What follows belongs to an exercise in optimizing a design on an open flow for small area, a short achievable clock period and few clock cycles per item; a production flow would make more cautious choices. The RTL was checked by simulation tests, not by an equivalence proof against the original design. Power is estimated from default activity; no workload was simulated.

[flow/run.sh]
#!/bin/bash
# synth_recipe.tcl (not shown) runs the flow's synth.tcl, then flattens the netlist and writes it again
# the make line also repeats each setting of config.mk as NAME=value (left out here)
make -C /OpenROAD-flow-scripts/flow DESIGN_CONFIG=/design/flow/config.mk WORK_HOME=/design/flow/orfs CLKGATE_MAP_FILE= SYNTH_SCRIPT=/design/flow/synth_recipe.tcl finish
[flow/constraint.sdc]
create_clock -name core_clock -period 6.0 [get_ports {clock}]
set_input_delay 1.2000 -clock core_clock [delete_from_list [all_inputs] [get_ports {clock}]]
set_output_delay 1.2000 -clock core_clock [all_outputs]
set_load 0.01 [all_outputs]
[flow/config.mk]
export PLATFORM = sky130hd
export DESIGN_NAME = positional_char_list
export DESIGN_NICKNAME = positional_char_list
export VERILOG_FILES = /design/flow/design.v
export SDC_FILE = /design/flow/constraint.sdc
export NUM_CORES = 4
export LEC_CHECK = 0
export CAP_MARGIN = 20
export CORE_MARGIN = 2
export CORE_UTILIZATION = 40
export SLEW_MARGIN = 20
[flow/design.v]
package pcl_pkg;
   localparam int CAPACITY = 64;
   localparam int ADDR_W   = $clog2(CAPACITY);
   localparam int LEN_W    = $clog2(CAPACITY + 1);
   localparam logic [1:0] KIND_ADD    = 2'd0;
   localparam logic [1:0] KIND_DELETE = 2'd1;
   localparam logic [1:0] KIND_GET    = 2'd2;
   localparam logic [1:0] KIND_LIST   = 2'd3;
   localparam logic [2:0] ST_VALUE   = 3'd0;
   localparam logic [2:0] ST_INVALID = 3'd1;
   localparam logic [2:0] ST_FULL    = 3'd2;
   localparam logic [2:0] ST_ELEMENT = 3'd3;
   localparam logic [2:0] ST_EMPTY   = 3'd4;
endpackage
module pcl_store (
   input  logic       clock,
   input  logic       ins_en,
   input  logic       del_en,
   input  logic [6:0] pos,
   input  logic [7:0] item,
   output logic [7:0] rd_data
);
   localparam int N = pcl_pkg::CAPACITY;
   logic [7:0] item_ff [N];
   logic [7:0] by_pos  [N];
   logic [N-1:0] ge;
   always_comb begin
      for (int i = 0; i < N; i++) begin
         ge[i] = (pos <= 7'(i + 1));
      end
   end
   always_ff @(posedge clock) begin
      for (int i = 0; i < N; i++) begin
         if (ins_en && ge[i]) begin
            if (i == 0) begin
               item_ff[i] <= item;
            end else if (ge[i-1]) begin
               item_ff[i] <= item_ff[i-1];
            end else begin
               item_ff[i] <= item;
            end
         end else if (del_en && ge[i]) begin
            if (i < N - 1) begin
               item_ff[i] <= item_ff[i+1];
            end
         end
      end
   end
   always_comb begin
      for (int j = 0; j < N; j++) begin
         by_pos[j] = item_ff[(j + N - 1) % N];
      end
   end
   assign rd_data = by_pos[pos[5:0]];
endmodule
module positional_char_list (
   input  logic       clock,
   input  logic       reset,
   input  logic       req_valid,
   output logic       req_ready,
   input  logic [1:0] req_kind,
   input  logic [6:0] req_position,
   input  logic [7:0] req_new_item,
   output logic       rsp_valid,
   input  logic       rsp_ready,
   output logic [2:0] rsp_status,
   output logic [7:0] rsp_value,
   output logic       rsp_last
);
   localparam int LW = pcl_pkg::LEN_W;
   logic          r_valid_ff;
   logic [1:0]    r_kind_ff;
   logic [6:0]    r_pos_ff;
   logic [7:0]    r_item_ff;
   logic [LW-1:0] len_ff;
   logic          o0_valid_ff, o1_valid_ff;
   logic [2:0]    o0_status_ff, o1_status_ff;
   logic [7:0]    o0_value_ff, o1_value_ff;
   logic          o0_last_ff, o1_last_ff;
   logic [7:0]    rd_data;
   logic          is_add, is_del, is_get, is_list;
   logic          pos_zero, pos_gt_len, pos_gt_len1, is_full, is_empty;
   logic          ins_en, del_en;
   logic          beat, can_push, push, list_more, done;
   logic [2:0]    b_status;
   logic [7:0]    b_value;
   logic          b_last;
   logic          o0_load;
   assign is_add  = r_valid_ff && (r_kind_ff == pcl_pkg::KIND_ADD);
   assign is_del  = r_valid_ff && (r_kind_ff == pcl_pkg::KIND_DELETE);
   assign is_get  = r_valid_ff && (r_kind_ff == pcl_pkg::KIND_GET);
   assign is_list = r_valid_ff && (r_kind_ff == pcl_pkg::KIND_LIST);
   assign pos_zero    = (r_pos_ff == 7'd0);
   assign pos_gt_len  = (r_pos_ff > len_ff);
   assign pos_gt_len1 = (r_pos_ff > (len_ff + 7'd1));
   assign is_full     = (len_ff == LW'(pcl_pkg::CAPACITY));
   assign is_empty    = (len_ff == '0);
   assign ins_en = is_add && !pos_zero && !pos_gt_len1 && !is_full;
   assign del_en = is_del && !pos_zero && !pos_gt_len;
   pcl_store u_store (
      .clock   (clock),
      .ins_en  (ins_en),
      .del_en  (del_en),
      .pos     (r_pos_ff),
      .item    (r_item_ff),
      .rd_data (rd_data)
   );
   always_comb begin
      beat     = 1'b1;
      b_status = pcl_pkg::ST_INVALID;
      b_value  = 8'd0;
      b_last   = 1'b1;
      if (is_add) begin
         beat     = !ins_en;
         b_status = (pos_zero || pos_gt_len1) ? pcl_pkg::ST_INVALID : pcl_pkg::ST_FULL;
      end else if (is_del) begin
         beat     = !del_en;
      end else if (is_get) begin
         if (!(pos_zero || pos_gt_len)) begin
            b_status = pcl_pkg::ST_VALUE;
            b_value  = rd_data;
         end
      end else if (is_list) begin
         if (is_empty) begin
            b_status = pcl_pkg::ST_EMPTY;
         end else begin
            b_status = pcl_pkg::ST_ELEMENT;
            b_value  = rd_data;
            b_last   = (r_pos_ff == len_ff);
         end
      end else begin
         beat     = 1'b0;
      end
   end
   assign can_push  = !o1_valid_ff;
   assign push      = beat && can_push;
   assign list_more = is_list && !b_last;
   assign done      = !beat || (can_push && !list_more);
   assign req_ready = !r_valid_ff || done;
   always_ff @(posedge clock) begin
      if (reset) begin
         r_valid_ff <= 1'b0;
         len_ff     <= '0;
      end else begin
         if (req_ready) begin
            r_valid_ff <= req_valid;
         end
         if (ins_en) begin
            len_ff <= len_ff + LW'(1);
         end else if (del_en) begin
            len_ff <= len_ff - LW'(1);
         end
      end
   end
   always_ff @(posedge clock) begin
      if (req_ready) begin
         r_kind_ff <= req_kind;
         r_pos_ff  <= (req_kind == pcl_pkg::KIND_LIST) ? 7'd1 : req_position;
         r_item_ff <= req_new_item;
      end else if (push) begin
         r_pos_ff  <= r_pos_ff + 7'd1;
      end
   end
   assign o0_load = !o0_valid_ff || rsp_ready;
   always_ff @(posedge clock) begin
      if (reset) begin
         o0_valid_ff <= 1'b0;
         o1_valid_ff <= 1'b0;
      end else begin
         if (o0_load) begin
            o0_valid_ff <= o1_valid_ff || push;
            o1_valid_ff <= 1'b0;
         end else if (push) begin
            o1_valid_ff <= 1'b1;
         end
      end
   end
   always_ff @(posedge clock) begin
      if (o0_load) begin
         if (o1_valid_ff) begin
            o0_status_ff <= o1_status_ff;
            o0_value_ff  <= o1_value_ff;
            o0_last_ff   <= o1_last_ff;
         end else begin
            o0_status_ff <= b_status;
            o0_value_ff  <= b_value;
            o0_last_ff   <= b_last;
         end
      end
      if (!o1_valid_ff) begin
         o1_status_ff <= b_status;
         o1_value_ff  <= b_value;
         o1_last_ff   <= b_last;
      end
   end
   assign rsp_valid  = o0_valid_ff;
   assign rsp_status = o0_status_ff;
   assign rsp_value  = o0_value_ff;
   assign rsp_last   = o0_last_ff;
endmodule
==> results.txt <==
## per-stage QoR
step / hold slack, ns / worst slack (ns) / instance area [um2] / power, uW
after detailed placement: 0.454 / 0.830 / 36100 / 5960
after floorplan: 0.423 / 2.00 / 34300 / 5380
after global routing: 0.497 / 0.0923 / 38400 / 10500
after CTS: 0.468 / 0.129 / 38400 / 10300
final: 0.462 / 0.275 / 38400 / 10300
after global placement: 0.453 / 0.911 / 36100 / 5960
## sequential cells by signal, summed over array words and instances, names as in the netlist
| signal | cells |
|---|---|
| len_ff | 7 |
| o0_last_ff | 1 |
| o0_status_ff | 3 |
| o0_valid_ff | 1 |
| o0_value_ff | 8 |
| o1_last_ff | 1 |
| o1_status_ff | 3 |
| o1_valid_ff | 1 |
| o1_value_ff | 8 |
| r_item_ff | 8 |
| r_kind_ff | 2 |
| r_pos_ff | 7 |
| r_valid_ff | 1 |
| u_store.item_ff | 512 |
## cell families after synthesis
logic type / share of synthesized area, %
buffers and inverters: 4.13
adders and majority gates: 0.730
DFF: 48.7
and+or+nand+nor: 15.6
muxes: 15.0
AOI/OAI and AO/OA: 15.5
xor gates and xnor gates: 0.307
## worst register-to-register path, cell delays in order (launching register included)
cell and delay [ns]:
edfxtp_1 0.66, inv_1 0.16, ha_1 0.58, nand3b_1 0.61
nor2_1 0.16, buf_4 0.23, a2111oi_0 0.77, nand4_1 0.14
or4_1 0.45, nor4b_1 0.67, o21ai_1 0.18
## cell usage after synthesis (14+ instances only)
cell       number  area (um2)
and3_1         84         526
clkbuf_2       14        70.1
nand4_1        38         238
a31oi_1        51         319
buf_1          21        78.8
nor2_1        580        2180
nor2b_1        37         231
o21a_1         14         105
clkbuf_1      119         447
nor3b_4        23         432
a22o_1         18         158
a2111oi_0      22         193
nor3_2         24         240
buf_2         100         500
o21ai_0        37         185
a22oi_1       111         833
ha_1           20         250
a21oi_1       502        2510
nor3_1         18        90.1
mux2i_1       478        4780
edfxtp_1      541       16200
inv_1          24        90.1
nand3_1        42         210
mux2_2         33         372
a32oi_1        48         420
dfxtp_1        22         440
nand2_1       118         443
a221oi_1       18         158
## worst min-delay path by stage
stage | startpoint | cells past startpoint | slack [ns] | to
final | o1_value_ff[6] | 2 | 0.46 | o1_value_ff[6]
after global routing | o1_value_ff[3] | 2 | 0.50 | o1_value_ff[3]
after CTS | o1_value_ff[6] | 2 | 0.47 | o1_value_ff[6]
after detailed placement | o1_value_ff[6] | 2 | 0.45 | o1_value_ff[6]
after global placement | o1_status_ff[1] | 2 | 0.45 | o1_status_ff[1]
after floorplan | o1_status_ff[0] | 2 | 0.42 | o1_status_ff[0]
## repair_timing
item                       in CTS  in global routing
buffers inserted                0                  0
gates resized for setup         0                  1
setup endpoints to repair       0                  1
## power by group through the flow
stage	sequential, uW	clock (uW)	combinational, uW
after global routing	4470	4510	1520
after floorplan	4470	0	910
after detailed placement	4550	0	1410
final	4470	4340	1470
after CTS	4460	4370	1420
after global placement	4550	0	1410
## per-layer routing
metal	up-vias	global-route usage [%]	routed length (um)
met5	-	0	172
met4	26	25.4	14000
met3	529	12.3	23200
met2	2379	61.1	80100
met1	15430	55.8	73700
li1	12601	-	-
## cell type report
type / instances / area share (%)
Inverter: 25 / 0.244
Multi-Input combinational cell: 2473 / 42.6
Clock inverter: 33 / 1.16
Sequential cell: 563 / 43.4
Timing Repair Buffer: 193 / 4.06
Antenna cell: 10 / 0.0651
Tap cell: 1144 / 3.72
Clock buffer: 90 / 4.78
==> flow_metrics.tcl <==
set metrics [dict create \
    status "timing/DRC/antenna clean" \
    r2r-end "o0_value_ff[3]" \
    mostFrequentLayoutCells "574 x nor2_1, 541 x edfxtp_1, 500 x a21oi_1" \
    ys_async_sr_fraction_pct 0 \
    finalCritPeriodShare_pct 95.4 \
    start_kind "register" \
    maxSlewViolCount 0 \
    fin_cells 4531 \
    cts_buffer_depth 3 \
    min_period_ns 5.72 \
    drtPass1Iterations 8 \
    place_inst 4398 \
    ir_drop_uv 201 \
    io_buffers 34 \
    grt_start_max_net_pins 64 \
    crit_required_ns 4.80 \
    fill_cells 8171 \
    cpPeakStageDelay_ns 0.59 \
    wl_per_cell_um 42.2 \
    grt_pass1_vias 28034 \
    p_int_uw 7360 \
    max_cap_violations 0 \
    combPwrFrac_pct 14.3 \
    seq_power_share_pct 43.5 \
    worst_pin_slew_ns 1.18 \
    cp_slowest_cell "nor3b_1" \
    final_common_cell "nor2_1" \
    crit_chain "inv_1 -> ha_2 -> nor3b_1 -> a21boi_1 -> nor2b_1 -> a221oi_1 -> o21a_1 -> buf_4 -> inv_1 -> clkdlybuf4s50_1" \
    p_leak_uw 0.0144 \
    start_util_pct 40.3 \
    numCtsBuffers 67 \
    synth-seq-cells 563 \
    skew_ns 0.0323 \
    fmax_ghz 0.175 \
    synthCells 3339 \
    clockRootBuffer "clkbuf_16" \
    core_area_um2 85000 \
    synth_ff_type "edfxtp_1" \
    grtUsageTotal_pct 42.3 \
    rows 107 \
    hold_viol_final 0 \
    crit_type "register to output port" \
    gp_congestion 1.11 \
    cts.htree.levels 3 \
    slew_headroom_pct 21.0 \
    synth-seq-area-share_pct 48.7 \
    r2r_cells 10 \
    boundaryPins 35 \
    clkPwrFrac_pct 42.2 \
    critPathTopFamily "buffers and inverters" \
    vias 30965 \
    hold_class "register to register" \
    grt_pass1_wl_um 255000 \
    finalSetupTns_ns 0 \
    p_sw_share_pct 28.5 \
    area.sequential_um2 16700 \
    drive_gt1_share_pct 11.9 \
    cts_sinks 563 \
    crit_path_end_kind "output port" \
    grt_setup_unrepaired "false" \
    syn_area_per_cell_um2 10.3 \
    yosys_warnings 4 \
    endpoint "req_ready" \
    areaGrowthSynthToFinish_pct 12.1 \
    powerDensity_nw_per_um2 268 \
    crit_top_cell "inv_1" \
    cts_tree "built" \
    cp.depth 10 \
    timing.critical_path.from "r_pos_ff[0]" \
    reg2reg_from "r_pos_ff[1]" \
    syn-num-nets 3380 \
    clk_pin_slew_worst_paths_ns 0.06 \
    r2r_slack_ns 1.10 \
    drcViolationCount 0 \
    worst-path-buf-inv 4 \
    crit_fanout 18 \
    ys_types 77 \
    layout.nets 3364 \
    cts-hold-fix-buffers 0 \
    place_hpwl_um 147000 \
    die_h_um 297 \
    drtAntennaViolNets 0 \
    multiInputGateArea_um2 16400 \
    fp.dieArea_um2 88100 \
    arrival_ns 4.52 \
    die_w_um 297 \
    routed_wirelength_um 191000 \
    clk_latency_ns 0.64 \
    final-setup-viol-count 0 \
    synth_edf_count 541 \
    grt_antenna_before_repair 26 \
    drt_iter0_drc 5130 \
    vias_per_cell 6.83 \
    syn-cell-area_um2 34300 \
    fin_util_pct 45.2 \
    globalRouteOverflowTotal 0 \
    p_sw_uw 2930 \
]
Testbench counts, summed over its fixed seeds: cycles 12,369, items 4,808.

[what the ideal ports hide]
The flow's constraints put no driver on any port. The routed layout listed below was extracted and timed again, unchanged, in two steps.
Step 1: set_driving_cell puts a clkbuf_16 on clock and a buf_2 on each other input, an assumption about the parent block.
Step 2 times the ports against the registers' clock, not the clock port: input delays grow and output delays shrink by t, the midpoint of the rising clock arrivals with the driver on.
a / b / c = ideal / step 1 / step 2; a / b = the first two.
shift t [ns]: 0.693
setup WS [ns]: 0.275 / 0.206 / 0.899
slew at the worst register clock pin (ns): 0.07 / 0.07
After both steps setup and hold are still met in this run. For this run, drivers alone change the setup slack by -0.069 ns; drivers and shift together by +0.624 ns.
